This design comes from an exercise in tuning for small area and a short achievable clock period on the open sky130 flow, not from production work.
At most, simulation tests tie the RTL to the original design; equivalence was not proved.
For run 1, only the layout was checked, not whether the RTL still works.
Power figures rest on the tool's default switching activity, not on a simulated workload.

[design.v]
package sb_pkg;
    typedef logic [31:0] inst_t;
    typedef logic [2:0]  fu_id_t;
    typedef logic [4:0]  reg_idx_t;
    typedef logic [4:0]  fu_op_t;
    localparam int num_fu = 4;
    localparam fu_id_t fu_none = 3'd0;
    localparam fu_id_t fu_alu  = 3'd1;
    localparam fu_id_t fu_mem  = 3'd2;
    localparam fu_id_t fu_mul  = 3'd3;
    localparam fu_id_t fu_div  = 3'd4;
    localparam fu_op_t alu_add   = 5'h01;
    localparam fu_op_t alu_sub   = 5'h02;
    localparam fu_op_t alu_and   = 5'h03;
    localparam fu_op_t alu_or    = 5'h04;
    localparam fu_op_t alu_xor   = 5'h05;
    localparam fu_op_t alu_sll   = 5'h06;
    localparam fu_op_t alu_srl   = 5'h07;
    localparam fu_op_t alu_slt   = 5'h08;
    localparam fu_op_t alu_sltu  = 5'h09;
    localparam fu_op_t alu_sra   = 5'h0a;
    localparam fu_op_t alu_imm   = 5'h10;
    localparam fu_op_t alu_lui   = 5'h1b;
    localparam fu_op_t alu_auipc = 5'h1c;
    localparam fu_op_t mem_lb  = 5'b0_000_0;
    localparam fu_op_t mem_lh  = 5'b0_001_0;
    localparam fu_op_t mem_lw  = 5'b0_010_0;
    localparam fu_op_t mem_lbu = 5'b0_100_0;
    localparam fu_op_t mem_lhu = 5'b0_101_0;
    localparam fu_op_t mem_sb  = 5'b0_000_1;
    localparam fu_op_t mem_sh  = 5'b0_001_1;
    localparam fu_op_t mem_sw  = 5'b0_010_1;
    localparam fu_op_t mul_mul    = 5'd0;
    localparam fu_op_t mul_mulh   = 5'd1;
    localparam fu_op_t mul_mulhsu = 5'd2;
    localparam fu_op_t mul_mulhu  = 5'd3;
    localparam fu_op_t div_div    = 5'd0;
    localparam fu_op_t div_divu   = 5'd1;
    localparam fu_op_t div_rem    = 5'd2;
    localparam fu_op_t div_remu   = 5'd3;
    localparam logic [6:0] opc_r     = 7'b0110011;
    localparam logic [6:0] opc_i     = 7'b0010011;
    localparam logic [6:0] opc_load  = 7'b0000011;
    localparam logic [6:0] opc_store = 7'b0100011;
    localparam logic [6:0] opc_lui   = 7'b0110111;
    localparam logic [6:0] opc_auipc = 7'b0010111;
    localparam logic [6:0] f7_base   = 7'h00;
    localparam logic [6:0] f7_muldiv = 7'h01;
    localparam logic [6:0] f7_alt    = 7'h20;
endpackage
module scoreboard_ctrl (
    input  logic                      clk,
    input  logic                      rst,
    input  sb_pkg::inst_t             inst,
    input  logic                      inst_valid,
    input  logic [sb_pkg::num_fu-1:0] fu_done,
    output logic                      issue_ack,
    output logic [sb_pkg::num_fu-1:0] ro_en,
    output sb_pkg::fu_op_t            ro_op,
    output sb_pkg::reg_idx_t          rs1_ctrl,
    output sb_pkg::reg_idx_t          rs2_ctrl,
    output logic                      reg_write,
    output sb_pkg::fu_id_t            wb_fu,
    output sb_pkg::reg_idx_t          rd_ctrl
);
    logic [4:1]      busy;     
    logic [4:1]      pre;      
    logic [4:1]      rdy1;     
    logic [4:1]      rdy2;
    logic [4:1]      rog;      
    logic [4:1]      done;     
    logic [4:1]      wbg;      
    logic [4:0]      rd_q;     
    logic [4:1][4:0] dst;      
    logic [4:1][4:0] src1;
    logic [4:1][4:0] src2;
    logic [4:0]      op1;      
    logic [3:0]      op2;      
    logic [1:0]      op3;      
    logic [1:0]      op4;
    logic [4:1][4:1] eq1, eq2;    
    logic [6:0] opc;
    logic [2:0] f3;
    logic [6:0] f7;
    logic [4:0] rd, rs1, rs2;
    assign opc = inst[6:0];
    assign f3  = inst[14:12];
    assign f7  = inst[31:25];
    assign rd  = inst[11:7];
    assign rs1 = inst[19:15];
    assign rs2 = inst[24:20];
    logic is_r, is_i, is_ld, is_st, is_lui, is_auipc;
    assign is_r     = (opc == sb_pkg::opc_r);
    assign is_i     = (opc == sb_pkg::opc_i);
    assign is_ld    = (opc == sb_pkg::opc_load);
    assign is_st    = (opc == sb_pkg::opc_store);
    assign is_lui   = (opc == sb_pkg::opc_lui);
    assign is_auipc = (opc == sb_pkg::opc_auipc);
    logic f7_0, f7_20, f7_1;
    assign f7_0  = (f7 == sb_pkg::f7_base);
    assign f7_20 = (f7 == sb_pkg::f7_alt);
    assign f7_1  = (f7 == sb_pkg::f7_muldiv);
    logic [4:1] val;           
    assign val[1] = (is_r && (f7_0 || (f7_20 && (f3 == 3'h0 || f3 == 3'h5)))) ||
                    (is_i && (f3 == 3'h1 ? f7_0 : (f3 == 3'h5 ? (f7_0 || f7_20) : 1'b1))) ||
                    is_lui || is_auipc;
    assign val[2] = (is_ld && (f3 != 3'h3 && f3 != 3'h6 && f3 != 3'h7)) ||
                    (is_st && !f3[2] && f3 != 3'h3);
    assign val[3] = is_r && f7_1 && !f3[2];
    assign val[4] = is_r && f7_1 &&  f3[2];
    logic [4:0] alu_op;
    logic       alu_alt;
    assign alu_alt = inst[30] && (inst[5] || f3 == 3'h5);
    always_comb begin
        case (f3)
            3'h0:    alu_op = alu_alt ? sb_pkg::alu_sub : sb_pkg::alu_add;
            3'h1:    alu_op = sb_pkg::alu_sll;
            3'h2:    alu_op = sb_pkg::alu_slt;
            3'h3:    alu_op = sb_pkg::alu_sltu;
            3'h4:    alu_op = sb_pkg::alu_xor;
            3'h5:    alu_op = alu_alt ? sb_pkg::alu_sra : sb_pkg::alu_srl;
            3'h6:    alu_op = sb_pkg::alu_or;
            default: alu_op = sb_pkg::alu_and;
        endcase
        if (!inst[5]) alu_op = alu_op | sb_pkg::alu_imm;
        if (inst[2])  alu_op = inst[5] ? sb_pkg::alu_lui : sb_pkg::alu_auipc;
    end
    logic [4:1][4:0] n_dst, n_src1, n_src2;
    logic [4:1]      has_s1, has_s2, has_d;
    assign has_d  = {1'b1, 1'b1, !inst[5], 1'b1};
    assign has_s1 = {1'b1, 1'b1, 1'b1, !inst[2]};
    assign has_s2 = {1'b1, 1'b1, inst[5], inst[5] && !inst[2]};
    always_comb begin
        for (int u = 1; u <= 4; u++) begin
            n_dst[u]  = has_d[u]  ? rd  : 5'd0;
            n_src1[u] = has_s1[u] ? rs1 : 5'd0;
            n_src2[u] = has_s2[u] ? rs2 : 5'd0;
        end
    end
    logic [4:1] dnz, bz, bzw;       
    logic [4:1] m_rd, m_rs1, m_rs2;  
    logic [4:1] rd_s1, rd_s2;        
    logic       rd_nz;
    assign rd_nz = (rd != 5'd0);
    always_comb begin
        for (int v = 1; v <= 4; v++) begin
            dnz[v]   = (dst[v] != 5'd0);
            m_rd[v]  = (rd  == dst[v]);
            m_rs1[v] = (rs1 == dst[v]);
            m_rs2[v] = (rs2 == dst[v]);
            rd_s1[v] = rd_nz && (rd == src1[v]);
            rd_s2[v] = rd_nz && (rd == src2[v]);
        end
    end
    assign bz  = busy & dnz;
    assign bzw = bz & ~wbg;
    always_ff @(posedge clk) begin
        for (int u = 1; u <= 4; u++)
            for (int v = 1; v <= 4; v++)
                if (u != v) begin
                    if (!busy[u]) begin
                        eq1[u][v] <= has_s1[u] && dnz[v] && m_rs1[v];
                        eq2[u][v] <= has_s2[u] && dnz[v] && m_rs2[v];
                    end else if (!busy[v]) begin
                        eq1[u][v] <= has_d[v] && rd_s1[u];
                        eq2[u][v] <= has_d[v] && rd_s2[u];
                    end
                end
    end
    logic [4:1] wake1, wake2;
    always_comb begin
        for (int u = 1; u <= 4; u++) begin
            wake1[u] = 1'b0;
            wake2[u] = 1'b0;
            for (int v = 1; v <= 4; v++)
                if (v != u) begin
                    if (wbg[v] && eq1[u][v]) wake1[u] = 1'b1;
                    if (wbg[v] && eq2[u][v]) wake2[u] = 1'b1;
                end
            wake1[u] = wake1[u] && pre[u];
            wake2[u] = wake2[u] && pre[u];
        end
    end
    logic       waw, pend1, pend2, dec_valid, issue_en;
    logic [4:1] issue;
    assign waw   = |(bz  & m_rd);
    assign pend1 = |(bzw & m_rs1);
    assign pend2 = |(bzw & m_rs2);
    assign dec_valid = |val;
    always_comb begin
        for (int u = 1; u <= 4; u++)
            issue[u] = inst_valid && val[u] && !busy[u] && !(has_d[u] && waw);
    end
    assign issue_en = (inst_valid && !dec_valid) || (|issue);
    logic [4:1] busy_n, pre_n, rdy1_n, rdy2_n, done_n;
    always_comb begin
        for (int u = 1; u <= 4; u++) begin
            if (busy[u]) begin
                busy_n[u] = !wbg[u];
                pre_n[u]  = pre[u] && !rog[u];
                rdy1_n[u] = !rog[u] && !wbg[u] && (rdy1[u] || wake1[u]);
                rdy2_n[u] = !rog[u] && !wbg[u] && (rdy2[u] || wake2[u]);
                done_n[u] = !wbg[u] && (done[u] || fu_done[u-1]);
            end else begin
                busy_n[u] = issue[u];
                pre_n[u]  = 1'b1;
                rdy1_n[u] = issue[u] && !(has_s1[u] && pend1);
                rdy2_n[u] = issue[u] && !(has_s2[u] && pend2);
                done_n[u] = 1'b0;
            end
        end
    end
    logic [4:1] st1_n, st2_n, war_n, wbr_n, wbg_n;
    logic [4:0] rd_n;
    always_comb begin
        for (int u = 1; u <= 4; u++) begin
            st1_n[u] = busy[u] && rdy1_n[u];
            st2_n[u] = busy[u] && rdy2_n[u];
        end
        for (int v = 1; v <= 4; v++) begin
            war_n[v] = 1'b0;
            for (int u = 1; u <= 4; u++)
                if (u != v && ((st1_n[u] && eq1[u][v]) || (st2_n[u] && eq2[u][v])))
                    war_n[v] = 1'b1;
        end
    end
    assign wbr_n = busy & done_n & ~war_n;
    assign wbg_n = {wbr_n[4] & ~|wbr_n[3:1], wbr_n[3] & ~|wbr_n[2:1], wbr_n[2] & ~wbr_n[1], wbr_n[1]};
    assign rd_n  = wbr_n[1] ? dst[1] : wbr_n[2] ? dst[2] : wbr_n[3] ? dst[3] : dst[4];
    logic [4:1] st_rq, iv, go, rog_n;
    logic [4:1] st_low, iv_low;
    always_comb begin
        for (int u = 1; u <= 4; u++) begin
            st_rq[u] = busy[u] && rdy1_n[u] && rdy2_n[u];
            iv[u]    = inst_valid && val[u] && !busy[u];
            go[u]    = !((has_d[u] && waw) || (has_s1[u] && pend1) || (has_s2[u] && pend2));
        end
        st_low = {|st_rq[3:1], |st_rq[2:1], st_rq[1], 1'b0};
        iv_low = {|(iv[3:1] & go[3:1]), |(iv[2:1] & go[2:1]), iv[1] & go[1], 1'b0};
        for (int u = 1; u <= 4; u++)
            rog_n[u] = busy[u] ? (st_rq[u] && !st_low[u] && !iv_low[u])
                               : (iv[u] && go[u] && !st_low[u]);
    end
    always_ff @(posedge clk or posedge rst) begin
        if (rst) begin
            busy      <= '0;
            rdy1      <= '0;
            rdy2      <= '0;
            rog       <= '0;
            wbg       <= '0;
            issue_ack <= 1'b0;
        end else begin
            busy      <= busy_n;
            rdy1      <= rdy1_n;
            rdy2      <= rdy2_n;
            rog       <= rog_n;
            wbg       <= wbg_n;
            issue_ack <= issue_en;
        end
    end
    always_ff @(posedge clk) begin
        pre  <= pre_n;
        done <= done_n;
        rd_q <= rd_n;
        for (int u = 1; u <= 4; u++) begin
            if (!busy[u]) begin
                dst[u]  <= n_dst[u];
                src1[u] <= n_src1[u];
                src2[u] <= n_src2[u];
            end
        end
        if (!busy[1]) op1 <= alu_op;
        if (!busy[2]) op2 <= {f3, inst[5]};
        if (!busy[3]) op3 <= f3[1:0];
        if (!busy[4]) op4 <= f3[1:0];
    end
    assign ro_en     = rog;
    assign ro_op     = ({5{rog[1]}} & op1) | ({5{rog[2]}} & {1'b0, op2}) |
                       ({5{rog[3]}} & {3'b0, op3}) | ({5{rog[4]}} & {3'b0, op4});
    assign rs1_ctrl  = ({5{rog[1]}} & src1[1]) | ({5{rog[2]}} & src1[2]) |
                       ({5{rog[3]}} & src1[3]) | ({5{rog[4]}} & src1[4]);
    assign rs2_ctrl  = ({5{rog[1]}} & src2[1]) | ({5{rog[2]}} & src2[2]) |
                       ({5{rog[3]}} & src2[3]) | ({5{rog[4]}} & src2[4]);
    assign reg_write = |wbg;
    assign wb_fu     = {wbg[4], wbg[2] | wbg[3], wbg[1] | wbg[3]};
    assign rd_ctrl   = rd_q;
endmodule
[flow/run.sh]
#!/bin/bash
# Standard ORFS layout with two changes: the port buffers are plain buffers
# instead of the delay cells buffer_ports picks on its own, and the clock tree
# uses smaller clock buffers and no dummy balancing loads.
set -euo pipefail
export BUFFER_PORTS_ARGS="-buffer_cell sky130_fd_sc_hd__buf_2"
export CTS_ARGS="-sink_clustering_enable -repair_clock_nets -dont_use_dummy_load -buf_list sky130_fd_sc_hd__clkbuf_8 -sink_clustering_size 30"
bash standard.sh > make.log 2>&1
[standard.sh]
#!/bin/bash
# synth_recipe.tcl (not shown) runs the flow's synth.tcl, then flattens the netlist and writes it again
# the make line also repeats each setting of config.mk as NAME=value (left out here)
make -C /OpenROAD-flow-scripts/flow DESIGN_CONFIG=/design/flow/config.mk WORK_HOME=/design/flow/orfs CLKGATE_MAP_FILE= SYNTH_SCRIPT=/design/flow/synth_recipe.tcl "${@:-finish}"
[config.mk]
export PLATFORM = sky130hd
export DESIGN_NAME = scoreboard_ctrl
export DESIGN_NICKNAME = scoreboard_ctrl
export VERILOG_FILES = /design/flow/design.v
export SDC_FILE = /design/flow/constraint.sdc
export NUM_CORES = 4
export LEC_CHECK = 0
export CAP_MARGIN = 20
export CORE_MARGIN = 2
export CORE_UTILIZATION = 70
export SETUP_SLACK_MARGIN = 1.5
export SLEW_MARGIN = 20
[constraint.sdc]
create_clock -name core_clock -period 4.5 [get_ports {clk}]
set_input_delay 0.9000 -clock core_clock [delete_from_list [all_inputs] [get_ports {clk}]]
set_output_delay 0.9000 -clock core_clock [all_outputs]
set_load 0.01 [all_outputs]
==> metrics.md, run 1 <==
| Metric | Value |
|---|---|
| Outcome | no timing/DRC/antenna violations |
| Asr flop ratio synth | ~16% |
| Final setup vio count | 0 |
| CP startpoint | dst[3] |
| Synth top area share | 42.8% |
| Total track usage | a little under two fifths |
| TritonCTS Sinks | 131 |
| # diodes | 0 |
| Cell Pwr Density | ~450 nW/um^2 |
| TritonCTS clock tree | done |
| Worst path depth | 8 |
| Dpl cells | between 700 and 800 |
| Grt met2 use | 63.6% |
| Cell family with most CP delay | simple AND/OR/NAND/NOR gates |
| Residual DRC | 0 |
| Die footprint | 10500 sq um |
| Worst-path maximum fanout | 5 |
| DIE WIDTH | about 100 um |
| Mapped Cells | between 600 and 700 |
| Synth Area in XOR/XNOR | 13.0% |
| Slew Limit Fails | 0 |
| Met1 Use GR | a little under half |
| Global-route wire length before repair | just under 30000 um |
| Sequential share of power | about 55% |
| Syn_nets | about 660 |
| Wirelength per Cell | 23.9 um |
| Area leader, netlist | edfxtp_1 |
| Nets@finish | just over 700 |
| CP Capture Type | flop |
| Worst-path clk slew | ~0.060 ns |
| Total CTS buffers | 17 |
| Most used routing layer | met2 |
| Remaining global-route overflow | 0 |
| Initial DRC count | 681 |
| Crit path launch type | flop |
| Combinational share of power | 24.3% |
| RD Place Congestion | approximately 1 |
| Post-Syn Area | about 7000 sq um |
| Ratio of cells with drive above 1 in the final layout | between 10% and 20% |
| # port buffers | 67 |
| P&R area growth vs syn | 11.6% |
| Worst Reg2Reg Path Length in Cells | 8 |
| Post-synth EDFFs | between 90 and 100 |
| Worst reg2reg startpoint | dst[3] |
| Post-cts hold buffer count | 0 |
| WHS Path Cells | 2 |
| Main combinational cell family by area after synthesis | simple AND/OR/NAND/NOR gates |
| Sw Share | between 30% and 40% |
| Worst Skew | around 0.028 ns |
| WP data arrival | between 3 and 4 ns |
| Most frequent cell after synthesis | edfxtp_1 |
| Fin crit period | between 2 and 3 ns |
| Final-report hold violation count | 0 |
| Initial antenna violation count | 0 |
| Post-synthesis sequential area ratio | a little over half |
| Synth top area cells | edfxtp_1, dfrtp_1, xnor2_1 |
| Height of the chip | 103 um |
| CP max stage delay | 0.55 ns |
| P_sw | roughly 0.0011 W |
| Max Clk Rate | roughly 340 MHz |
| I/O pin count | a little under 70 |
| VDD IR max | approximately 0.39 mV |
| Internal power | about 0.0023 W |
| Largest net degree at the start of global routing | 29 |
| Finished Core Util | between 80 and 90% |
| Non-Filler Instances | a little over 800 |
| YS warnings | 1 |
| Dominant synthesized flop cell | edfxtp_1 |
| Adder-cell share of the synthesized area | 0% |
| Fin crit share | between 60% and 70% |
| Critical-path cell with the highest stage delay | or4_4 |
| Max cap viols | 0 |
| CP Cell Sequence | or4_4 > nor2_4 > nor4_2 > or3_4 > or4_4 > or3_4 > nor3_2 > o2111a_1 |
| Compound-cell area share of the yosys netlist | between 10% and 20% |
| Post-Synth Simple-Gate Area | around 15% |
| Drt pass-1 iters | 7 |
| Worst slew pin tran | 0.814 ns |
| P_leak | between 3 and 4 nW |
| Hold Startpoint | done[3] |
| Mux contribution to synthesized area | 1.03% |
| Met3 usage | 9.63% |
| Buf/Inv on CP | 0 |
| Synthesized area per cell | 10.9 sq um |
| Post-route ant nets | 0 |
| Clock Tree Buf Depth | 2 |
| Starting density of the core | approximately 73% |
| Sum of negative setup slack | 0 ns |
| Rows | 35 |
| Max-slew headroom | between 40 and 50% |
| Routed via count | 5615 |
| Core ar. | approximately 9300 sq um |
| Filler cells | roughly 600 |
| Clk pwr share | 20.9% |
| Yosys cell types | 50 |
| H-Tree Depth | 4 |
| Commonest cells in the synthesized netlist | edfxtp_1, xnor2_1, nand2_1, clkbuf_1, xor2_1 |
| Vias per Instance | slightly below 7 |
| Number of synthesized register bits | roughly 130 |
| Hold WC Path Type | reg2reg |
| Post-DP HPWL | roughly 13000 um |
| Critical path class | reg2reg |
| Total wire length | between 15000 and 20000 um |
| Root buf cell | clkbuf_8 |
| Clk latency of the worst-skew pair | 0.45 ns |
| Setup repair after global routing missed its margin | true |
| CP Data Required Time | ~4.9 ns |
| Vias in the first global route | about 5400 |
[flip-flops by register name (all words and copies together) (netlist names)]
signal     cells
rdy1           4
rdy2           4
src1          20
op2            4
issue_ack      1
eq1           12
busy           4
op1            5
done           4
dst           20
rd_q           5
op3            2
eq2           12
wbg            4
op4            2
src2          20
rog            4
pre            4
[metrics by stage]
step | area [sq um] | setup slack [ns] | hold slack (ns) | power [W]
floorplan | 6810 | 1.50 | 0.437 | 0.00229
global placement | 7160 | 1.23 | 0.458 | 0.00256
detailed placement | 7160 | 1.05 | 0.462 | 0.00259
CTS | 7480 | 1.50 | 0.474 | 0.00332
global route | 7600 | 1.47 | 0.486 | 0.00352
finish | 7600 | 1.52 | 0.473 | 0.00341
[placed cells by master, fill, tap and decap left out, types with 3 or more instances in the layout]
cell type  instances
a22oi_1           29
or4_1              7
nand4_1            8
o21ai_0           30
edfxtp_1          97
dfxtp_1           13
and2_1            14
or3_4              3
a21oi_1           13
nor2b_1           12
nor3_1             8
xnor2_1           60
nor2_1            29
nand2b_1           6
o22ai_1           13
nand3_1           17
xor2_1            41
dfrtp_1           20
or2_2              4
clkbuf_8          17
o21a_1             8
nor4_1            15
a222oi_1          12
buf_4             22
inv_1             16
nand4b_1           3
buf_2             67
nand2_1           47
mux2i_1            7
or4_4              4
o21bai_1           4
nor2_4             3
o211a_1            4
[power by group through the flow]
stage	combinational [W]	sequential, W	clock (W)
CTS	0.000763	0.00185	0.000709
detailed placement	0.000689	0.00190	0
floorplan	0.000518	0.00177	0
global route	0.000879	0.00188	0.000753
finish	0.000828	0.00187	0.000711
global placement	0.000666	0.00189	0
[logic make-up after synthesis]
kind of cell / count (synthesis)
simple gates: 191
flops: 131
compound gates: 128
xor+xnor: 101
buf+inv: 64
mux: 7
[worst paths after layout]
check	end	slack, ns
min reg2reg	done[3]	0.47
min	done[3]	0.47
max reg2reg	rog[4]	1.52
min in group asynchronous	wbg[3]	0.60
max in group asynchronous	busy[3]	3.32
max	rog[4]	1.52
[tightest hold or removal path, cell delays in order, from the launching register on]
cell and delay (ns):
dfxtp_1 0.30, nor2_1 0.08, nor2_1 0.05
[area by class of cell]
type	instances	area, sq um	area share (%)
timing repair buffer	89	500	6.58
sequential	131	3700	48.7
inverter	17	67.6	0.889
multi-input combinational	427	2940	38.7
tap	129	161	2.12
clock buffer	17	234	3.08
[what timing repair did]
action                                  CTS  global route
buffers inserted                         11             7
cloned                                    0             0
endpoints found under the setup margin    4             3
gates resized for setup                   2            14
pin swaps                                 0             2
[per-layer routing]
metal	vias to the layer above	share of wire [%]
li1	2389	-
met1	2623	35
met2	494	48
met3	109	12
met4	0	4.7
met5	-	0
==> run 2: changes to the inputs <==
--- a/design.v
+++ b/design.v
@@ -67,10 +67,7 @@
     logic [4:1]      pre;      
     logic [4:1]      rdy1;     
     logic [4:1]      rdy2;
-    logic [4:1]      rog;      
     logic [4:1]      done;     
-    logic [4:1]      wbg;      
-    logic [4:0]      rd_q;     
     logic [4:1][4:0] dst;      
     logic [4:1][4:0] src1;
     logic [4:1][4:0] src2;
@@ -78,7 +75,6 @@
     logic [3:0]      op2;      
     logic [1:0]      op3;      
     logic [1:0]      op4;
-    logic [4:1][4:1] eq1, eq2;    
     logic [6:0] opc;
     logic [2:0] f3;
     logic [6:0] f7;
@@ -137,131 +133,108 @@
             n_src2[u] = has_s2[u] ? rs2 : 5'd0;
         end
     end
-    logic [4:1] dnz, bz, bzw;       
-    logic [4:1] m_rd, m_rs1, m_rs2;  
-    logic [4:1] rd_s1, rd_s2;        
-    logic       rd_nz;
-    assign rd_nz = (rd != 5'd0);
+    logic [4:1] wake1, wake2;
+    logic       rd_nz, rs1_nz, rs2_nz;
+    assign rd_nz  = (rd  != 5'd0);
+    assign rs1_nz = (rs1 != 5'd0);
+    assign rs2_nz = (rs2 != 5'd0);
+    logic [4:1] rs1_hit, rs2_hit, rd_hit;    
+    logic [4:1] rd_s1, rd_s2;                
     always_comb begin
         for (int v = 1; v <= 4; v++) begin
-            dnz[v]   = (dst[v] != 5'd0);
-            m_rd[v]  = (rd  == dst[v]);
-            m_rs1[v] = (rs1 == dst[v]);
-            m_rs2[v] = (rs2 == dst[v]);
-            rd_s1[v] = rd_nz && (rd == src1[v]);
-            rd_s2[v] = rd_nz && (rd == src2[v]);
-        end
-    end
-    assign bz  = busy & dnz;
-    assign bzw = bz & ~wbg;
+            rs1_hit[v] = rs1_nz && (rs1 == dst[v]);
+            rs2_hit[v] = rs2_nz && (rs2 == dst[v]);
+            rd_hit[v]  = rd_nz  && (rd  == dst[v]);
+            rd_s1[v]   = rd_nz  && (rd  == src1[v]);
+            rd_s2[v]   = rd_nz  && (rd  == src2[v]);
+        end
+    end
+    logic [4:1] rog;
+    logic [4:1][4:1] war;
     always_ff @(posedge clk) begin
-        for (int u = 1; u <= 4; u++)
-            for (int v = 1; v <= 4; v++)
+        for (int v = 1; v <= 4; v++)
+            for (int u = 1; u <= 4; u++)
                 if (u != v) begin
-                    if (!busy[u]) begin
-                        eq1[u][v] <= has_s1[u] && dnz[v] && m_rs1[v];
-                        eq2[u][v] <= has_s2[u] && dnz[v] && m_rs2[v];
-                    end else if (!busy[v]) begin
-                        eq1[u][v] <= has_d[v] && rd_s1[u];
-                        eq2[u][v] <= has_d[v] && rd_s2[u];
-                    end
+                    if (!busy[v])
+                        war[v][u] <= has_d[v] && !rog[u] &&
+                                     ((rdy1[u] && rd_s1[u]) || (rdy2[u] && rd_s2[u]));
+                    else
+                        war[v][u] <= war[v][u] && !rog[u];
                 end
     end
-    logic [4:1] wake1, wake2;
-    always_comb begin
-        for (int u = 1; u <= 4; u++) begin
-            wake1[u] = 1'b0;
-            wake2[u] = 1'b0;
-            for (int v = 1; v <= 4; v++)
-                if (v != u) begin
-                    if (wbg[v] && eq1[u][v]) wake1[u] = 1'b1;
-                    if (wbg[v] && eq2[u][v]) wake2[u] = 1'b1;
-                end
-            wake1[u] = wake1[u] && pre[u];
-            wake2[u] = wake2[u] && pre[u];
-        end
-    end
-    logic       waw, pend1, pend2, dec_valid, issue_en;
-    logic [4:1] issue;
-    assign waw   = |(bz  & m_rd);
-    assign pend1 = |(bzw & m_rs1);
-    assign pend2 = |(bzw & m_rs2);
-    assign dec_valid = |val;
-    always_comb begin
-        for (int u = 1; u <= 4; u++)
-            issue[u] = inst_valid && val[u] && !busy[u] && !(has_d[u] && waw);
-    end
-    assign issue_en = (inst_valid && !dec_valid) || (|issue);
-    logic [4:1] busy_n, pre_n, rdy1_n, rdy2_n, done_n;
-    always_comb begin
-        for (int u = 1; u <= 4; u++) begin
-            if (busy[u]) begin
-                busy_n[u] = !wbg[u];
-                pre_n[u]  = pre[u] && !rog[u];
-                rdy1_n[u] = !rog[u] && !wbg[u] && (rdy1[u] || wake1[u]);
-                rdy2_n[u] = !rog[u] && !wbg[u] && (rdy2[u] || wake2[u]);
-                done_n[u] = !wbg[u] && (done[u] || fu_done[u-1]);
-            end else begin
-                busy_n[u] = issue[u];
-                pre_n[u]  = 1'b1;
-                rdy1_n[u] = issue[u] && !(has_s1[u] && pend1);
-                rdy2_n[u] = issue[u] && !(has_s2[u] && pend2);
-                done_n[u] = 1'b0;
-            end
-        end
-    end
-    logic [4:1] st1_n, st2_n, war_n, wbr_n, wbg_n;
+    logic [4:1] ro_req, wbg, done_n, rdy1_n, rdy2_n, war_n, wb_req_n, wbg_n;
     logic [4:0] rd_n;
-    always_comb begin
-        for (int u = 1; u <= 4; u++) begin
-            st1_n[u] = busy[u] && rdy1_n[u];
-            st2_n[u] = busy[u] && rdy2_n[u];
+    assign ro_req = rdy1 & rdy2;
+    assign rog = {ro_req[4] & ~|ro_req[3:1], ro_req[3] & ~|ro_req[2:1], ro_req[2] & ~ro_req[1], ro_req[1]};
+    always_comb begin
+        for (int u = 1; u <= 4; u++) begin
+            done_n[u] = busy[u] && !wbg[u] && (done[u] || fu_done[u-1]);
+            rdy1_n[u] = busy[u] && !rog[u] && !wbg[u] && (rdy1[u] || wake1[u]);
+            rdy2_n[u] = busy[u] && !rog[u] && !wbg[u] && (rdy2[u] || wake2[u]);
         end
         for (int v = 1; v <= 4; v++) begin
             war_n[v] = 1'b0;
             for (int u = 1; u <= 4; u++)
-                if (u != v && ((st1_n[u] && eq1[u][v]) || (st2_n[u] && eq2[u][v])))
+                if (u != v && war[v][u] && !rog[u])
                     war_n[v] = 1'b1;
         end
     end
-    assign wbr_n = busy & done_n & ~war_n;
-    assign wbg_n = {wbr_n[4] & ~|wbr_n[3:1], wbr_n[3] & ~|wbr_n[2:1], wbr_n[2] & ~wbr_n[1], wbr_n[1]};
-    assign rd_n  = wbr_n[1] ? dst[1] : wbr_n[2] ? dst[2] : wbr_n[3] ? dst[3] : dst[4];
-    logic [4:1] st_rq, iv, go, rog_n;
-    logic [4:1] st_low, iv_low;
-    always_comb begin
-        for (int u = 1; u <= 4; u++) begin
-            st_rq[u] = busy[u] && rdy1_n[u] && rdy2_n[u];
-            iv[u]    = inst_valid && val[u] && !busy[u];
-            go[u]    = !((has_d[u] && waw) || (has_s1[u] && pend1) || (has_s2[u] && pend2));
-        end
-        st_low = {|st_rq[3:1], |st_rq[2:1], st_rq[1], 1'b0};
-        iv_low = {|(iv[3:1] & go[3:1]), |(iv[2:1] & go[2:1]), iv[1] & go[1], 1'b0};
+    assign wb_req_n = done_n & ~war_n;
+    assign wbg_n = {wb_req_n[4] & ~|wb_req_n[3:1], wb_req_n[3] & ~|wb_req_n[2:1],
+                    wb_req_n[2] & ~wb_req_n[1], wb_req_n[1]};
+    assign rd_n  = ({5{wbg_n[1]}} & dst[1]) | ({5{wbg_n[2]}} & dst[2]) |
+                   ({5{wbg_n[3]}} & dst[3]) | ({5{wbg_n[4]}} & dst[4]);
+    logic [4:0] rd_q;
+    always_ff @(posedge clk or posedge rst) begin
+        if (rst) wbg <= '0;
+        else     wbg <= wbg_n;
+    end
+    always_ff @(posedge clk) rd_q <= rd_n;
+    logic       waw, pend1, pend2, dec_valid, issue_en;
+    logic [4:1] issue;
+    assign waw   = |(busy & rd_hit);
+    assign pend1 = |(busy & ~wbg & rs1_hit);
+    assign pend2 = |(busy & ~wbg & rs2_hit);
+    assign dec_valid = |val;
+    always_comb begin
         for (int u = 1; u <= 4; u++)
-            rog_n[u] = busy[u] ? (st_rq[u] && !st_low[u] && !iv_low[u])
-                               : (iv[u] && go[u] && !st_low[u]);
+            issue[u] = inst_valid && val[u] && !busy[u] && !(has_d[u] && waw);
+    end
+    assign issue_en = (inst_valid && !dec_valid) || (|issue);
+    always_comb begin
+        for (int u = 1; u <= 4; u++) begin
+            wake1[u] = pre[u] && (|wbg) && (rd_q == src1[u]);
+            wake2[u] = pre[u] && (|wbg) && (rd_q == src2[u]);
+        end
     end
     always_ff @(posedge clk or posedge rst) begin
         if (rst) begin
             busy      <= '0;
+            pre       <= '0;
             rdy1      <= '0;
             rdy2      <= '0;
-            rog       <= '0;
-            wbg       <= '0;
+            done      <= '0;
             issue_ack <= 1'b0;
         end else begin
-            busy      <= busy_n;
-            rdy1      <= rdy1_n;
-            rdy2      <= rdy2_n;
-            rog       <= rog_n;
-            wbg       <= wbg_n;
             issue_ack <= issue_en;
+            for (int u = 1; u <= 4; u++) begin
+                if (busy[u]) begin
+                    busy[u] <= !wbg[u];
+                    pre[u]  <= pre[u] && !rog[u] && !wbg[u];
+                    rdy1[u] <= !rog[u] && !wbg[u] && (rdy1[u] || wake1[u]);
+                    rdy2[u] <= !rog[u] && !wbg[u] && (rdy2[u] || wake2[u]);
+                    done[u] <= !wbg[u] && (done[u] || fu_done[u-1]);
+                end else begin
+                    busy[u] <= issue[u];
+                    pre[u]  <= issue[u];
+                    rdy1[u] <= issue[u] && !(has_s1[u] && pend1);
+                    rdy2[u] <= issue[u] && !(has_s2[u] && pend2);
+                    done[u] <= 1'b0;
+                end
+            end
         end
     end
     always_ff @(posedge clk) begin
-        pre  <= pre_n;
-        done <= done_n;
-        rd_q <= rd_n;
         for (int u = 1; u <= 4; u++) begin
             if (!busy[u]) begin
                 dst[u]  <= n_dst[u];
==> run 2 against run 1 <==
Against the previous run:
- still clean on timing, DRC and antenna
- fmax rose by 2.6%
- combinational power increased by about 10%
- cell area shrank 8.2%
- critical path depth is 2 lower
- cell count is 6.2% lower
- register-to-register slack gained 0.50 ns
- sequential cell count is 16 lower
- worst setup slack better by 0.077 ns
- critical endpoint is now rs1_ctrl[3]
==> metrics.md, run 2 <==
| Metric | Value |
|---|---|
| Outcome | no timing/DRC/antenna violations |
| Root buf cell | clkbuf_8 |
| Final setup vio count | 0 (unchanged) |
| Combinational share of power | 26.3% (+2.0 points) |
| Max cap viols | 0 (unchanged) |
| Dominant synthesized flop cell | edfxtp_1 |
| Number of synthesized register bits | 115 (-12%) |
| YS warnings | 1 (unchanged) |
| Filler cells | 585 (-0.34%) |
| Critical path class | reg2out |
| Initial antenna violation count | 0 (unchanged) |
| Remaining global-route overflow | 0 (unchanged) |
| Total CTS buffers | 17 (unchanged) |
| Post-route ant nets | 0 (unchanged) |
| TritonCTS clock tree | done |
| Max Clk Rate | 344 MHz (+2.6%) |
| I/O pin count | 68 (unchanged) |
| Final WS setup | 1.60 ns (+0.0766 ns) |
| Mux contribution to synthesized area | 0.314% (-0.72 points) |
| Starting density of the core | 72.8% (-0.23 points) |
| Nets@finish | 693 (-4.0%) |
| Commonest cells in the synthesized netlist | xor2_1, edfxtp_1, xnor2_1, nand2_1, clkbuf_1 |
| Sum of negative setup slack | 0 ns (unchanged) |
| VDD IR max | 0.357 mV (-7.6%) |
| Ratio of cells with drive above 1 in the final layout | 17.6% (-1.2 points) |
| P_sw | 0.00131 W (+14%) |
| Final-report hold violation count | 0 (unchanged) |
| Most frequent cell after synthesis | xor2_1 |
| Global-route wire length before repair | 28800 um (-0.83%) |
| Top Registers | dst x20, src1 x20, src2 x20 |
| Largest net degree at the start of global routing | 26 (-10%) |
| Sequential share of power | 54.2% (-0.6 points) |
| Sw Share | 37.6% (+4.0 points) |
| Height of the chip | 99.5 um (-3.1%) |
| P_leak | 2.85 nW (-7.1%) |
| Area leader, netlist | edfxtp_1 |
| Synth top area cells | edfxtp_1, xor2_1, dfrtp_1 |
| Clk latency of the worst-skew pair | 0.42 ns (-0.03 ns) |
| CP Data Required Time | 3.60 ns (-1.27 ns) |
| Die footprint | 9890 sq um (-6.1%) |
| # diodes | 0 (unchanged) |
| Core ar. | 8760 sq um (-6.0%) |
| Initial DRC count | 826 (+21%) |
| Cell Pwr Density | 498 nW/um^2 (+11%) |
| Vias per Instance | 7.03 (+1.4%) |
| Worst Skew | 0.0305 ns (+0.00289 ns) |
| Internal power | 0.00217 W (-4.1%) |
| CP Capture Type | output port |
| WP data arrival | 2.00 ns (-1.35 ns) |
| Mapped Cells | 608 (-2.3%) |
| Worst-path clk slew | 0.06 ns (about the same) |
| Fin crit share | 64.6% (-1.7 points) |
| Yosys cell types | 58 (+16%) |
| Adder-cell share of the synthesized area | 0% (unchanged) |
| Hold WC Path Type | reg2reg |
| Syn_nets | 647 (-2.1%) |
| Worst-path maximum fanout | 16 (+11) |
| Sequential Area | 3160 sq um (-15%) |
| RD Place Congestion | 1.02 (+2.4%) |
| Residual DRC | 0 (unchanged) |
| Asr flop ratio synth | 21.7% (+5.7 points) |
| Multi-input gate area | 2980 sq um (+1.5%) |
| Drt pass-1 iters | 6 (-1) |
| Crit path launch type | flop |
| Total wire length | 18800 um (-2.8%) |
| Wirelength per Cell | 24.7 um (+3.6%) |
| TritonCTS Sinks | 115 (-12%) |
| Max-slew headroom | 35.8% (-9.9 points) |
| Post-Synth Simple-Gate Area | 16.6% (+1.6 points) |
| Synthesized area per cell | 10.5 sq um (-4.2%) |
| H-Tree Depth | 4 (unchanged) |
| Pre-CTS WS | 1.45 ns (+0.401 ns) |
| Compound-cell area share of the yosys netlist | 11.0% (-2.1 points) |
| Fin crit period | 2.90 ns (-0.0766 ns) |
| Slew Limit Fails | 0 (unchanged) |
| Setup repair after global routing missed its margin | false |
| DIE WIDTH | 99.5 um (-3.1%) |
| Worst slew pin tran | 0.957 ns (+0.143 ns) |
| Post-Syn Area | 6380 sq um (-6.3%) |
| Most frequent cells in the layout | xor2_1, edfxtp_1, buf_2 |
| Routed via count | 5341 (-4.9%) |
| Most common cell after layout, fill and taps aside | xor2_1 |
| Vias in the first global route | 5321 (-1.6%) |
| Main combinational cell family by area after synthesis | XOR/XNOR gates |
| Post-synthesis sequential area ratio | 49.5% (-4.8 points) |
| Rows | 34 (-2.9%) |
| Post-DP HPWL | 13200 um (+0.47%) |
| Total track usage | 39.2% (+1.0 points) |
| # port buffers | 67 (unchanged) |
| Clk pwr share | 19.5% (-1.4 points) |
| Synth top area share | 34.4% (-8.4 points) |
| Clock Tree Buf Depth | 2 (unchanged) |
| Synth Area in XOR/XNOR | 18.7% (+5.7 points) |
| P&R area growth vs syn | 9.44% |
| Post-synth EDFFs | 73 (-25%) |
-- run 2: worst paths after layout --
check	from	to	slack [ns]	depth (start not counted)
setup / recovery	rdy1[2]	rs1_ctrl[3]	1.60	6
hold / removal	pre[3]	pre[3]	0.48	2
setup reg to reg	rdy1[2]	rd_q[3]	2.02	7
hold reg to reg	pre[3]	pre[3]	0.48	2
max in group asynchronous	rst	rdy2[2]	3.42	2
min in group asynchronous	rst	done[3]	0.56	2
-- run 2: through the flow --
step                hold WS (ns)  cells  power (W)  area (sq um)  utilization, %
detailed placement         0.464    740    0.00275          6670            76.2
floorplan                  0.446    608    0.00239          6380               -
finish                     0.477    760    0.00348          6980            79.6
global route               0.518    760    0.00360          6980            79.6
CTS                        0.476    757    0.00343          6920            79.0
global placement           0.466    740    0.00271          6670            76.2
-- run 2: repair_timing --
item	4_1_cts	5_1_grt
gates cloned	0	1
resized for setup	4	10
endpoints found under the setup margin	15	12
buffers inserted	0	2
hold buffers	0	0
-- run 2: logic make-up (layout without fill, tap and decap cells) --
family          count (synthesis)  count (layout)
mux                             2               2
buf+inv                        63             107
simple gates                  200             200
xor+xnor                      136             136
compound gates                 92              92
flops                         115             115
-- run 2: critical path, cell delays in order (launching register included) --
cell and delay, ns:
dfrtp_2 0.46, a22oi_2 0.27, nand4_2 0.28, inv_6 0.24
a222oi_1 0.13, nand2_1 0.08, buf_2 0.12
-- run 2: layout make-up --
type | count | share of cell area (%)
clock buffers | 17 | 3.35
inverters | 19 | 1.27
multi-input cells | 430 | 42.7
repair inverters | 1 | 0.108
well taps | 108 | 1.94
repair buffers | 70 | 5.31
flip-flops and latches | 115 | 45.3
-- run 2: routing by layer --
layer / routed length (um) / up-vias / track usage (%)
li1: - / 2256 / -
met1: 6750 / 2522 / 52.1
met2: 8620 / 458 / 61.0
met3: 2420 / 105 / 8.85
met4: 1020 / 0 / 20.0
met5: 0 / - / 0
-- run 2: power by group through the flow --
stage                     Clock (W)  Combinational (W)  Sequential, W
after floorplan                   0           0.000738        0.00165
after global placement            0           0.000847        0.00186
after detailed placement          0           0.000887        0.00186
after CTS                  0.000679           0.000898        0.00185
after global routing       0.000719           0.000989        0.00189
final                      0.000679           0.000914        0.00188
==> run 3: changes to the inputs <==
--- a/config.mk
+++ b/config.mk
@@ -8,5 +8,5 @@
 export CAP_MARGIN = 20
 export CORE_MARGIN = 2
 export CORE_UTILIZATION = 70
-export SETUP_SLACK_MARGIN = 1.5
+export SETUP_SLACK_MARGIN = 2.0
 export SLEW_MARGIN = 20
==> run 3 against run 2 <==
Against the previous run:
- combinational power grew 4.5%
- routed wire length rose by 4.6%
- area after synthesis unchanged
- clock-buffer cell count did not move
- sequential cell count did not move
- critical path depth unchanged
- hold slack gained 0.0065 ns
- critical path type unchanged
- highest routed layer unchanged
==> metrics.md, run 3 <==
| Metric | Value |
|---|---|
| Post-synthesis sequential area ratio | 49.5% (unchanged) |
| TritonCTS clock tree | done |
| CP Data Required Time | 3.60 ns (about the same) |
| Hold WC Path Type | reg2reg |
| Rows | 34 (unchanged) |
| Ratio of cells with drive above 1 in the final layout | 22.3% (+4.7 points) |
| Max cap viols | 0 (unchanged) |
| Dominant synthesized flop cell | edfxtp_1 |
| Slew Limit Fails | 0 (unchanged) |
| # diodes | 0 (unchanged) |
| VDD IR max | 0.304 mV (-15%) |
| Non-Filler Instances | 789 (+3.8%) |
| Dpl cells | 740 (unchanged) |
| Register-to-register setup slack | 1.99 ns (-0.03 ns) |
| Worst hold endpoint | pre[4] |
| Outcome | no timing/DRC/antenna violations |
| Remaining global-route overflow | 0 (unchanged) |
| Most frequent cells in the layout | xor2_1, edfxtp_1, buf_2 |
| Worst-path maximum fanout | 16 (unchanged) |
| Worst slew pin tran | 0.929 ns (-0.0279 ns) |
| DIE WIDTH | 99.5 um (unchanged) |
| Synth top area cells | edfxtp_1, xor2_1, dfrtp_1 |
| P_leak | 3.02 nW (+6.2%) |
| Final setup vio count | 0 (unchanged) |
| Filler cells | 542 (-7.4%) |
| Wirelength per Cell | 24.9 um (+0.78%) |
| Asr flop ratio synth | 21.7% (unchanged) |
| Post-route ant nets | 0 (unchanged) |
| Global-route wire length before repair | 29600 um (+2.6%) |
| Hold_ws | 0.483 ns (+0.00647 ns) |
| Initial DRC count | 807 (-2.3%) |
| Most common cell after layout, fill and taps aside | xor2_1 |
| Worst reg2reg startpoint | busy[3] |
| Core ar. | 8760 sq um (unchanged) |
| Fin crit period | 2.77 ns (-0.137 ns) |
| Max Clk Rate | 361 MHz (+4.9%) |
| Combinational share of power | 27.3% (+1.0 points) |
| Final-report hold violation count | 0 (unchanged) |
| Height of the chip | 99.5 um (unchanged) |
| Yosys cell types | 58 (unchanged) |
| I/O pin count | 68 (unchanged) |
| Total wire length | 19700 um (+4.6%) |
| Fin crit share | 61.5% (-3.0 points) |
| Final WS setup | 1.73 ns (+0.137 ns) |
| Drt pass-1 iters | 10 (+4) |
| Setup repair after global routing missed its margin | true |
| Root buf cell | clkbuf_8 |
| Total CTS buffers | 17 (unchanged) |
| Total track usage | 40.4% (+1.2 points) |
| Nets@finish | 722 (+4.2%) |
| Critical path class | reg2out |
| Worst-path clk slew | 0.05 ns (about the same) |
| Synth top area share | 34.4% (unchanged) |
| TritonCTS Sinks | 115 (unchanged) |
| CP Capture Type | output port |
| WP data arrival | 1.87 ns (-0.13 ns) |
| Syn_nets | 647 (unchanged) |
| WHS Path Cells | 2 (unchanged) |
| Most frequent cell after synthesis | xor2_1 |
| Mapped Cells | 608 (unchanged) |
| YS warnings | 1 (unchanged) |
| # port buffers | 67 (unchanged) |
| Max-slew headroom | 37.7% (+1.9 points) |
| Clock Tree Buf Depth | 2 (unchanged) |
| Post-Syn Area | 6380 sq um (unchanged) |
| Clk pwr share | 19.2% (-0.3 points) |
| Initial antenna violation count | 0 (unchanged) |
| Starting density of the core | 72.8% (unchanged) |
| Residual DRC | 0 (unchanged) |
| Pre-CTS WS | 1.40 ns (-0.0507 ns) |
| Vias in the first global route | 5302 (-0.36%) |
| Post-synth EDFFs | 73 (unchanged) |
| Worst Reg2Reg Path Length in Cells | 6 (-1) |
| P_sw | 0.00131 W (+0.22%) |
| Top Registers | dst x20, src1 x20, src2 x20 |
| Sequential share of power | 53.5% (-0.7 points) |
| Largest net degree at the start of global routing | 26 (unchanged) |
| Commonest cells in the synthesized netlist | xor2_1, edfxtp_1, xnor2_1, nand2_1, clkbuf_1 |
| Hold Startpoint | pre[4] |
| Number of synthesized register bits | 115 (unchanged) |
| P&R area growth vs syn | 15.0% |
| Routed via count | 5525 (+3.4%) |
| Sum of negative setup slack | 0 ns (unchanged) |
| Die footprint | 9890 sq um (unchanged) |
| Vias per Instance | 7.00 (-0.36%) |
| Worst Skew | 0.0306 ns (+0.0000347 ns) |
| Overall power | 0.00350 W (+0.76%) |
| Internal power | 0.00219 W (+1.1%) |
| Crit path launch type | flop |
| Cell Pwr Density | 478 nW/um^2 (-4.1%) |
| Post-cts hold buffer count | 0 (unchanged) |
| Clk latency of the worst-skew pair | 0.43 ns (about the same) |
| R2R Path End | rdy2[1] |
| RD Place Congestion | 0.975 (-4.5%) |
| Area leader, netlist | edfxtp_1 |
| Post-DP HPWL | 13200 um (+0.31%) |
| H-Tree Depth | 4 (unchanged) |
| Synthesized area per cell | 10.5 sq um (unchanged) |
| Sw Share | 37.4% (-0.20 points) |
run 3: cell counts after synthesis:
No cell type changed its count.
run 3: layout make-up:
| type | instances | area [sq um] | share of cell area [%] |
|---|---|---|---|
| flip-flops and latches | 115 | 3170 | 43.2 |
| well taps | 108 | 135 | 1.84 |
| repair buffers | 98 | 648 | 8.84 |
| multi-input cells | 430 | 3040 | 41.4 |
| clock buffers | 17 | 234 | 3.19 |
| repair inverters | 2 | 25.0 | 0.341 |
| inverters | 19 | 91.3 | 1.25 |
run 3: how the worst max path moves through the flow:
stage	start	end	slack, ns	depth (start not counted)
floorplan	inst[28]	issue_ack	1.85	5
global placement	inst[5]	rdy2[4]	1.46	8
CTS	rdy2[3]	rs2_ctrl[0]	1.79	6
detailed placement	inst[5]	rdy2[4]	1.40	8
finish	rdy1[1]	ro_op[1]	1.73	6
global route	rdy1[1]	rs1_ctrl[2]	1.66	6
run 3: cell families after synthesis:
group	after synthesis	synth area share (%)
AND/OR/NAND/NOR	200	16.6
XOR/XNOR	136	18.7
flip-flops	115	49.5
AO/OA/AOI/OAI	92	11.0
buffers and inverters	63	3.96
multiplexers	2	0.314
run 3: what timing repair did:
action / CTS / global route
setup endpoints to repair: 30 / 37
cloned: 1 / 1
resized for setup: 25 / 17
pin swaps: 7 / 12
setup buffers: 19 / 11
run 3: through the flow:
| stage | cell area (sq um) | utilization (%) |
|---|---|---|
| final | 7330 | 83.7 |
| after detailed placement | 6670 | 76.2 |
| after global routing | 7330 | 83.7 |
| after global placement | 6670 | 76.2 |
| after floorplan | 6380 | - |
| after CTS | 7190 | 82.0 |
run 3: worst max-delay path, stage by stage, from the launching register on:
cell and delay, ns:
dfrtp_2 0.43, nand2_4 0.12, clkinvlp_4 0.12, buf_12 0.17, a222oi_1 0.37, nand2_1 0.08, buf_2 0.15
run 3: metal layers:
metal  vias up  track usage, %  routed length (um)
li1       2319               -                   -
met1      2619            52.9                6920
met2       483            62.2                9120
met3       104            10.6                2660
met4         0            21.2                 979
met5         -               0                   0
run 3: power by group through the flow:
stage,registers [W],logic (W),clock network (W)
after global placement,0.00186,0.000860,0
after floorplan,0.00165,0.000738,0
after global routing,0.00188,0.00102,0.000712
after detailed placement,0.00186,0.000893,0
final,0.00187,0.000955,0.000674
after CTS,0.00184,0.000907,0.000670
==> run 4: changes to the inputs <==
--- a/config.mk
+++ b/config.mk
@@ -8,5 +8,5 @@
 export CAP_MARGIN = 20
 export CORE_MARGIN = 2
 export CORE_UTILIZATION = 70
-export SETUP_SLACK_MARGIN = 2.0
+export SETUP_SLACK_MARGIN = 1.8
 export SLEW_MARGIN = 20
==> run 4 against run 3 <==
Against the previous run:
- utilization fell by 1.6 points
- largest power group unchanged
- largest cell class unchanged
- die area did not move
- total power decreased by 0.44%
- fmax down 0.78%
==> metrics.md, run 4 <==
| Metric | Value |
|---|---|
| Drt pass-1 iters | 8 (-2) |
| Outcome | no timing/DRC/antenna violations |
| Finished Core Util | 82.1% (-1.6 points) |
| Most common cell after layout, fill and taps aside | xor2_1 |
| Fin crit share | 62.0% (+0.49 points) |
| # port buffers | 67 (unchanged) |
| Die footprint | 9890 sq um (unchanged) |
| Commonest cells in the synthesized netlist | xor2_1, edfxtp_1, xnor2_1, nand2_1, clkbuf_1 |
| Vias in the first global route | 5450 (+2.8%) |
| Combinational share of power | 26.6% (-0.7 points) |
| Core ar. | 8760 sq um (unchanged) |
| Post-Syn Area | 6380 sq um (unchanged) |
| Clk pwr share | 19.5% (+0.3 points) |
| Number of synthesized register bits | 115 (unchanged) |
| Worst slew pin tran | 0.942 ns (+0.0132 ns) |
| Clock Tree Buf Depth | 2 (unchanged) |
| Initial antenna violation count | 0 (unchanged) |
| Max-slew headroom | 37.1% (-0.57 points) |
| H-Tree Depth | 4 (unchanged) |
| Remaining global-route overflow | 0 (unchanged) |
| Worst Skew | 0.0347 ns (+0.00417 ns) |
| Asr flop ratio synth | 21.7% (unchanged) |
| RD Place Congestion | 1.02 (+4.7%) |
| TritonCTS Sinks | 115 (unchanged) |
| I/O pin count | 68 (unchanged) |
| Synth top area share | 34.4% (unchanged) |
| Sw Share | 37.7% (+0.29 points) |
| Most frequent cell after synthesis | xor2_1 |
| Syn_nets | 647 (unchanged) |
| CP Data Required Time | 3.60 ns (about the same) |
| Pre-CTS WS | 1.45 ns (+0.0507 ns) |
| Total CTS buffers | 17 (unchanged) |
| Total wire length | 19200 um (-2.3%) |
| Top Registers | dst x20, src1 x20, src2 x20 |
| Starting density of the core | 72.8% (unchanged) |
| Final-report hold violation count | 0 (unchanged) |
| Mapped Cells | 608 (unchanged) |
| Critical path class | reg2out |
| VDD IR max | 0.356 mV (+17%) |
| Sum of negative setup slack | 0 ns (unchanged) |
| Post-cts hold buffer count | 0 (unchanged) |
| YS warnings | 1 (unchanged) |
| Worst-path clk slew | 0.08 ns (+0.03 ns) |
| Final WS setup | 1.71 ns (-0.0219 ns) |
| # diodes | 0 (unchanged) |
| Crit path launch type | flop |
| Post-synthesis sequential area ratio | 49.5% (unchanged) |
| Post-synth EDFFs | 73 (unchanged) |
| P&R area growth vs syn | 12.9% |
| Wirelength per Cell | 24.6 um (-1.2%) |
| Post-route ant nets | 0 (unchanged) |
| Rows | 34 (unchanged) |
| Height of the chip | 99.5 um (unchanged) |
| Hold WC Path Type | in2async |
| Vias per Instance | 7.01 (+0.17%) |
| Register-to-register setup slack | 1.92 ns (-0.07 ns) |
| Synth top area cells | edfxtp_1, xor2_1, dfrtp_1 |
| Final setup vio count | 0 (unchanged) |
| Area leader, netlist | edfxtp_1 |
| Most frequent cells in the layout | xor2_1, edfxtp_1, buf_2 |
| Hold_ws | 0.437 ns (-0.0458 ns) |
| Slew Limit Fails | 0 (unchanged) |
| Total track usage | 40.5% (+0.15 points) |
| Residual DRC | 0 (unchanged) |
| Max cap viols | 0 (unchanged) |
| Fin crit period | 2.79 ns (+0.0219 ns) |
| DIE WIDTH | 99.5 um (unchanged) |
| P_leak | 2.96 nW (-2.0%) |
| Nets@finish | 713 (-1.2%) |
| P_sw | 0.00131 W (+0.32%) |
| Internal power | 0.00217 W (-0.89%) |
| Ratio of cells with drive above 1 in the final layout | 20.7% (-1.6 points) |
| Cell Pwr Density | 485 nW/um^2 (+1.5%) |
| Routed via count | 5471 (-0.98%) |
| Global-route wire length before repair | 29800 um (+0.66%) |
| Initial DRC count | 757 (-6.2%) |
| Overall power | 0.00349 W (-0.44%) |
| Dominant synthesized flop cell | edfxtp_1 |
| Setup repair after global routing missed its margin | true |
| Max Clk Rate | 358 MHz (-0.78%) |
| CP Capture Type | output port |
| TritonCTS clock tree | done |
| Root buf cell | clkbuf_8 |
| Yosys cell types | 58 (unchanged) |
| Sequential share of power | 53.9% (+0.4 points) |
| Clk latency of the worst-skew pair | 0.43 ns (about the same) |
| Synthesized area per cell | 10.5 sq um (unchanged) |
| WP data arrival | 1.89 ns (+0.02 ns) |
| Post-DP HPWL | 13200 um (-0.31%) |
| Worst-path maximum fanout | 7 (-9) |
| Largest net degree at the start of global routing | 26 (unchanged) |
==> run 4: cell counts after synthesis <==
Identical to the previous run, type by type.
==> run 4: power groups by stage <==
stage	Clock [W]	Sequential, W	Combinational, W
after detailed placement	0	0.00186	0.000887
after floorplan	0	0.00165	0.000738
after global placement	0	0.00186	0.000847
after global routing	0.000720	0.00189	0.000995
after CTS	0.000679	0.00185	0.000898
final	0.000680	0.00188	0.000927
==> run 4: kinds of logic (layout without fill, tap and decap cells) <==
kind of cell,count (synthesis),after routing,synth area share [%]
buf+inv,63,127,3.96
flops,115,115,49.5
simple gates,200,200,16.6
mux,2,2,0.314
compound gates,92,92,11.0
xor+xnor,136,136,18.7
==> run 4: metrics by stage <==
stage	instance area (sq um)	std cells
after floorplan	6380	608
after global placement	6670	740
after detailed placement	6670	740
after CTS	7100	774
after global routing	7200	780
final	7200	780
==> run 4: cell type report <==
cell class | instances | area, sq um
inverter | 19 | 91.3
tap | 108 | 135
timing repair inverter | 1 | 7.51
fill | 542 | 1570
sequential | 115 | 3160
multi-input combinational | 430 | 3010
clock buffer | 17 | 234
timing repair buffer | 90 | 561
==> run 4: path summary, 6_finish.rpt <==
path / start / to / depth (start not counted)
hold reg to reg: pre[3] / pre[3] / 2
max in group asynchronous: rst / rdy2[3] / 3
min in group core_clock: pre[3] / pre[3] / 2
hold / removal: rst / done[3] / 2
setup / recovery: rdy1[2] / rs1_ctrl[1] / 6
setup reg to reg: rdy1[2] / rd_q[3] / 9
==> run 4: critical path: stages (launching register included) <==
cell and delay (ns):
dfrtp_2 0.45, a22oi_2 0.35, nand3_4 0.17, clkinvlp_4 0.23, nand2_1 0.08, nand2_1 0.07
buf_2 0.12
==> run 4: routing by layer <==
layer	wire [um]	part of all wire (%)	GRT usage [%]	up-vias
met1	6910	36	53.0	2593
met5	0	0	0	-
met3	2520	13	10.1	95
met4	964	5.0	19.4	0
met2	8820	46	63.9	483
li1	-	-	-	2300
==> run 4: repair_timing <==
item                                    CTS  global route
resized for setup                        17             9
pin swaps                                12             7
cloned                                    1             0
endpoints found under the setup margin   17            24
buffers inserted                         16             5
==> run 5: changes to the inputs <==
--- a/config.mk
+++ b/config.mk
@@ -7,6 +7,6 @@
 export LEC_CHECK = 0
 export CAP_MARGIN = 20
 export CORE_MARGIN = 2
-export CORE_UTILIZATION = 70
+export CORE_UTILIZATION = 65
 export SETUP_SLACK_MARGIN = 1.8
 export SLEW_MARGIN = 20
==> run 5 against run 4 <==
Against the previous run:
- hold slack better by 0.044 ns
- sequential cell count unchanged
- clock power is 1% lower
- routed wire length shrank 1.9%
- first-iteration DRC count decreased by 19%
- die area is 7.4% higher
- total power shrank 0.55%
- combinational power about the same
- critical endpoint is now rs2_ctrl[0]
- highest routed layer unchanged
==> metrics.md, run 5 <==
| Metric | Value |
|---|---|
| Starting density of the core | 66.2% (-6.6 points) |
| P_leak | 2.96 nW (-0.26%) |
| Worst-path clk slew | 0.06 ns (-0.02 ns) |
| Filler cells | 701 (+29%) |
| CP Capture Type | output port |
| TritonCTS Sinks | 115 (unchanged) |
| Mapped Cells | 608 (unchanged) |
| Final-report hold violation count | 0 (unchanged) |
| VDD IR max | 0.388 mV (+9.0%) |
| Slew Limit Fails | 0 (unchanged) |
| Max cap viols | 0 (unchanged) |
| Worst Skew | 0.0150 ns (-0.0197 ns) |
| Die footprint | 10600 sq um (+7.4%) |
| Setup repair after global routing missed its margin | true |
| # port buffers | 67 (unchanged) |
| YS warnings | 1 (unchanged) |
| Nets@finish | 711 (-0.28%) |
| Dominant synthesized flop cell | edfxtp_1 |
| Fin crit share | 61.4% (-0.62 points) |
| Final setup vio count | 0 (unchanged) |
| Worst Reg2Reg Path Length in Cells | 6 (-3) |
| Core ar. | 9640 sq um (+10%) |
| Clk latency of the worst-skew pair | 0.44 ns (about the same) |
| Total CTS buffers | 17 (unchanged) |
| Drt pass-1 iters | 8 (unchanged) |
| Met1 Routed Length | 7090 um (+2.5%) |
| Crit path launch type | flop |
| Synthesized area per cell | 10.5 sq um (unchanged) |
| Residual DRC | 0 (unchanged) |
| WP data arrival | 1.86 ns (-0.03 ns) |
| Post-Syn Area | 6380 sq um (unchanged) |
| Remaining global-route overflow | 0 (unchanged) |
| Root buf cell | clkbuf_8 |
| Critical path class | reg2out |
| # diodes | 0 (unchanged) |
| Register-to-register setup slack | 1.95 ns (+0.03 ns) |
| RD Place Congestion | 0.984 (-3.5%) |
| H-Tree Depth | 4 (unchanged) |
| Synth top area cells | edfxtp_1, xor2_1, dfrtp_1 |
| Syn_nets | 647 (unchanged) |
| Initial antenna violation count | 0 (unchanged) |
| Max Clk Rate | 362 MHz (+1.0%) |
| WHS Path Cells | 2 |
| Asr flop ratio synth | 21.7% (unchanged) |
| Worst-path maximum fanout | 14 (+7) |
| Total wire length | 18900 um (-1.9%) |
| Sum of negative setup slack | 0 ns (unchanged) |
| Yosys cell types | 58 (unchanged) |
| Commonest cells in the synthesized netlist | xor2_1, edfxtp_1, xnor2_1, nand2_1, clkbuf_1 |
| Ratio of cells with drive above 1 in the final layout | 20.3% (-0.39 points) |
| Cell Pwr Density | 481 nW/um^2 (-0.72%) |
| P&R area growth vs syn | 13.0% |
| Routed length on met3 | 2210 um (-12%) |
| Hold Startpoint | pre[2] |
| Post-DP HPWL | 13100 um (-0.14%) |
| Worst slew pin tran | 0.973 ns (+0.0312 ns) |
| Hold WC Path Type | reg2reg |
| Worst hold endpoint | pre[2] |
| Synth top area share | 34.4% (unchanged) |
| Largest net degree at the start of global routing | 26 (unchanged) |
| Vias per Instance | 6.61 (-5.8%) |
| DIE WIDTH | 103 um (+3.6%) |
| Highest routed layer | met4 |
| Initial DRC count | 612 (-19%) |
| Most frequent cells in the layout | xor2_1, edfxtp_1, buf_2 |
| Met2 WL | 8800 um (-0.29%) |
| Most common cell after layout, fill and taps aside | xor2_1 |
| Top Registers | dst x20, src1 x20, src2 x20 |
| Area leader, netlist | edfxtp_1 |
| Rows | 36 (+5.9%) |
| Post-cts hold buffer count | 0 (unchanged) |
| I/O pin count | 68 (unchanged) |
| Outcome | no timing/DRC/antenna violations |
| Total track usage | 38.1% (-2.5 points) |
| Vias in the first global route | 5249 (-3.7%) |
| Wirelength per Cell | 23.5 um (-4.7%) |
| Number of synthesized register bits | 115 (unchanged) |
| TritonCTS clock tree | done |
| Post-route ant nets | 0 (unchanged) |
| Routed via count | 5304 (-3.1%) |
| Max-slew headroom | 35.0% (-2.1 points) |
| Worst reg2reg startpoint | busy[2] |
| Post-synth EDFFs | 73 (unchanged) |
| Clock Tree Buf Depth | 2 (unchanged) |
| Height of the chip | 103 um (+3.6%) |
| Post-synthesis sequential area ratio | 49.5% (unchanged) |
| Most frequent cell after synthesis | xor2_1 |
| Global-route wire length before repair | 28900 um (-2.9%) |
| CP Data Required Time | 3.60 ns (about the same) |
| Fin crit period | 2.76 ns (-0.0279 ns) |
| Sequential Area | 3160 sq um (unchanged) |
| Multi-input gate area | 3000 sq um (about the same) |
| Hold_ws | 0.481 ns (+0.0437 ns) |
| R2R Path End | rd_q[2] |
run 5: cell counts after synthesis:
No cell type changed its count.
run 5: logic make-up (layout without fill, tap and decap cells):
family | after synthesis | count (layout) | synth area share, %
simple gates | 200 | 200 | 16.6
xor+xnor | 136 | 136 | 18.7
flops | 115 | 115 | 49.5
compound gates | 92 | 92 | 11.0
buf+inv | 63 | 125 | 3.96
mux | 2 | 2 | 0.314
run 5: timing repair:
item	in CTS	in global routing
buffers inserted	20	1
endpoints found under the setup margin	18	32
pin swaps	9	7
resized for setup	16	7
run 5: layout make-up:
type / instances / share of cell area [%]
Clock buffer: 17 / 3.25
Sequential cell: 115 / 43.9
Timing Repair Buffer: 89 / 7.64
Tap cell: 133 / 2.31
Multi-Input combinational cell: 430 / 41.7
Inverter: 19 / 1.27
run 5: where the power goes:
| group | internal, W | leakage, nW | switching, W |
|---|---|---|---|
| sequential | 0.00145 | 1.25 | 0.000422 |
| combinational | 0.000398 | 1.58 | 0.000528 |
| clock | 0.000330 | 0.122 | 0.000343 |
run 5: metrics by stage:
step,worst slack [ns],cells,cell area (sq um),power (W),util (%)
global route,1.65,803,7210,0.00363,74.8
detailed placement,1.39,765,6710,0.00276,69.6
finish,1.74,803,7210,0.00347,74.8
floorplan,1.85,608,6380,0.00239,-
CTS,1.75,802,7180,0.00343,74.5
global placement,1.51,765,6710,0.00273,69.6
run 5: worst max-delay path, stage by stage (launching register included):
cell,delay [ns]
dfrtp_2,0.43
a22oi_2,0.13
nand4_4,0.13
inv_8,0.07
a222oi_1,0.41
nand2_1,0.10
buf_2,0.16
run 5: routing by layer:
layer	GRT usage (%)	up-vias
li1	-	2289
met1	48.8	2531
met2	59.0	396
met3	11.5	88
met4	18.6	0
met5	0	-
run 5: worst max path at each step:
stage | startpoint | endpoint | cells after the start
after floorplan | inst[28] | issue_ack | 5
after global placement | inst[7] | issue_ack | 7
after detailed placement | inst[5] | rdy2[4] | 8
after CTS | rdy2[1] | ro_op[1] | 6
after global routing | rdy2[1] | rs1_ctrl[0] | 6
final | rdy1[2] | rs2_ctrl[0] | 6

## what the ideal ports hide
In the flow no input, the clock included, has a driving cell. The finished layouts below were timed again as built, in two steps.
Step 1 sets driving cells, clkbuf_16 on the clock port and buf_2 on the other inputs (assumed; they add their load-dependent delay and slew).
Step 2 adds t to the input delays and takes it off the output delays; t is the mean of the earliest and latest rising clock arrival at the registers after step 1. Input paths then give back, and output paths get back, about the clock's delay inside the block.
Slacks: ideal / step 1 / step 2; pairs: ideal / step 1.
run | t (ns) | setup slack, ns | latest minus earliest clock arrival (ns) | worst slew at a driven data input, ns | pins driven straight from the clock port
run 1 | 0.472 | 1.518 / 1.518 / 1.131 | 0.028 / 0.028 | 0.04 | 1
run 2 | 0.445 | 1.595 / 1.558 / 1.383 | 0.031 / 0.031 | 0.04 | 1
run 3 | 0.453 | 1.732 / 1.697 / 1.616 | 0.031 / 0.031 | 0.04 | 1
run 4 | 0.449 | 1.710 / 1.674 / 1.504 | 0.035 / 0.035 | 0.04 | 1
run 5 | 0.467 | 1.738 / 1.703 / 1.530 | 0.019 / 0.019 | 0.04 | 1
After both steps every run listed still meets setup and hold. For run 1, which loses most, drivers alone change the setup slack by 0.000 ns; drivers and shift together by -0.387 ns.
